Context: an optimization exercise on an open-source flow, tuned for small area, a short achievable clock period and few clock cycles per item. The choices shown serve that exercise and are no tape-out recipe.
RTL that was checked went through simulation tests only; none was proved equivalent to the original.

==> module awsa_bsel, before the edit <==
module awsa_bsel (input logic one, input logic two, input logic neg, input logic a, input logic b, output logic p);
    assign p = ((one & a) | (two & b)) ^ neg;
endmodule
export LEC_CHECK = 0
export CAP_MARGIN = 20
export CORE_MARGIN = 2
export CORE_UTILIZATION = 40
export SETUP_SLACK_MARGIN = 2
export SLEW_MARGIN = 20
export SYNTH_HIERARCHICAL = 1
create_clock -name core_clock -period 7.2 [get_ports {clk}]
run.sh (not shown) runs the stock make flow with config.mk's settings and CLKGATE_MAP_FILE= SYNTH_SCRIPT=/design/flow/synth_recipe.tcl, a recipe that flattens the netlist after the stock synthesis.
The baseline passed the timing, design-rule and antenna checks.
Then changed:
--- a/flow/design.v
+++ b/flow/design.v
@@ -2805,9 +2805,14 @@
     assign s  = a ^ b;
     assign co = a & b;
 endmodule
 module awsa_bsel (input logic one, input logic two, input logic neg, input logic a, input logic b, output logic p);
-    assign p = ((one & a) | (two & b)) ^ neg;
+    logic q;
+    awsa_bsel0 u_sel (.one(one), .two(two), .a(a), .b(b), .p(q));
+    awsa_xor u_sgn (.q(q), .neg(neg), .p(p));
+endmodule
+module awsa_xor (input logic q, input logic neg, output logic p);
+    assign p = q ^ neg;
 endmodule
 module awsa_bsel0 (input logic one, input logic two, input logic a, input logic b, output logic p);
     assign p = (one & a) | (two & b);
 endmodule
What happened: Die area drops by 4.7%; via count drops by 0.85%; setup slack loses 120 ps; critical path depth drops by 2; area after synthesis drops by 4.8%; cell count drops by 2.6%.
Testbench counts after the change, summed over its fixed seeds: cycles 24,264, items 24,000.
Function not checked in the first run of this note: the RTL went through the layout flow alone.

* * *

Another version of the RTL of affine_warp_source_address (not shown whole).
Size in the first run: roughly 4,600 cells after synthesis, about 430 flip-flops, about 110 I/O pins, ~51,000 sq um of cells after synthesis.
Settings: LEC_CHECK=0, CAP_MARGIN=20, CORE_MARGIN=2, CORE_UTILIZATION=40, SETUP_SLACK_MARGIN=2.5, SLEW_MARGIN=20, SYNTH_HIERARCHICAL=1; clock period 7.2 ns.
Testbench counts at the start, summed over its fixed seeds: cycles 24,264, items 24,000.
Edit:
--- a/flow/design.v
+++ b/flow/design.v
@@ -16,49 +16,45 @@
     input  logic [2:0]  cfg_index,
     input  logic [31:0] cfg_data
 );
     logic [31:0] coef_xx_reg, coef_xy_reg, offset_x_reg;
     logic [31:0] coef_yx_reg, coef_yy_reg, offset_y_reg;
     logic [12:0] src_w_reg, src_h_reg;
     logic [13:0] src_w3_reg;   
     logic [12:0] dim_wr;
     assign dim_wr = (cfg_data[12:0] > 13'd4096) ? 13'd4096 : cfg_data[12:0];
+    logic [31:0] cfg_d0, cfg_d1;
+    logic [12:0] dim_d;
+    logic [13:0] dim3_d;
+    logic [7:0]  cfg_we;
+    assign cfg_d0 = rst_n ? cfg_data : 32'h0;
+    assign cfg_d1 = rst_n ? cfg_data : 32'h0001_0000;
+    assign dim_d  = rst_n ? dim_wr : 13'd1;
+    assign dim3_d = rst_n ? ({1'b0, dim_wr} + {dim_wr, 1'b0}) : 14'd3;
+    always_comb
+    begin
+        for (int k = 0; k < 8; k++)
+            cfg_we[k] = !rst_n || (cfg_wr_en && (cfg_index == 3'(k)));
+    end
     always_ff @(posedge clk)
     begin
-        if (!rst_n)
-        begin
-            coef_xx_reg  <= 32'h0001_0000;
-            coef_xy_reg  <= 32'h0;
-            offset_x_reg <= 32'h0;
-            coef_yx_reg  <= 32'h0;
-            coef_yy_reg  <= 32'h0001_0000;
-            offset_y_reg <= 32'h0;
-            src_w_reg    <= 13'd1;
-            src_w3_reg   <= 14'd3;
-            src_h_reg    <= 13'd1;
-        end
-        else if (cfg_wr_en)
+        if (cfg_we[0]) coef_xx_reg  <= cfg_d1;
+        if (cfg_we[1]) coef_xy_reg  <= cfg_d0;
+        if (cfg_we[2]) offset_x_reg <= cfg_d0;
+        if (cfg_we[3]) coef_yx_reg  <= cfg_d0;
+        if (cfg_we[4]) coef_yy_reg  <= cfg_d1;
+        if (cfg_we[5]) offset_y_reg <= cfg_d0;
+        if (cfg_we[6])
         begin
-            case (cfg_index)
-                3'd0: coef_xx_reg  <= cfg_data;
-                3'd1: coef_xy_reg  <= cfg_data;
-                3'd2: offset_x_reg <= cfg_data;
-                3'd3: coef_yx_reg  <= cfg_data;
-                3'd4: coef_yy_reg  <= cfg_data;
-                3'd5: offset_y_reg <= cfg_data;
-                3'd6:
-                begin
-                    src_w_reg  <= dim_wr;
-                    src_w3_reg <= {1'b0, dim_wr} + {dim_wr, 1'b0};
-                end
-                default: src_h_reg <= dim_wr;
-            endcase
+            src_w_reg  <= dim_d;
+            src_w3_reg <= dim3_d;
         end
+        if (cfg_we[7]) src_h_reg <= dim_d;
     end
     logic v0, v1, v2;
     logic r0, r1, r2;
     assign r2 = !v2 || out_ready;
     assign r1 = !v1 || r2;
     assign r0 = !v0 || r1;
     assign in_ready  = r0;
     assign out_valid = v2;
     always_ff @(posedge clk or negedge rst_n)
Result:
- The changed run went through all stages and came out clean
- utilization went up by 0.86 points
- die area drops by 1.6%
- final cell count falls by 9.1%
- routed wire length drops by 5.5%
- design area stays flat
For the second run of this note, only the layout was checked, not whether the RTL still works.

## static timing again, ports no longer ideal
In the flow no input, the clock included, has a driving cell. The finished layouts below were timed again as built, in two steps.
Step 1: set_driving_cell puts a clkbuf_16 on clk and a buf_2 on each other input, an assumption about the parent block.
Step 2 also shifts input and output timing later by t, the mid clock arrival at the registers, as if the neighbouring blocks saw the same clock.
Three values: ideal, step 1, step 2; two values: the first two.
run	t, ns	slack for setup (ns)	worst slew at a driven data input, ns	cell pins on the clock port's net
the first run of note 1	0.720	2.088 / 2.088 / 2.088	0.06	1
the second run of note 1	0.702	1.970 / 1.970 / 1.970	0.08	1
the first run of note 2	0.736	2.575 / 2.529 / 2.169	0.18	1
the second run of note 2	0.728	2.482 / 2.482 / 2.339	0.21	1
After both steps setup and hold are still met in every run listed. The setup slack of the first run of note 2, which loses most, moves by -0.046 ns with the drivers and by -0.406 ns with both steps.
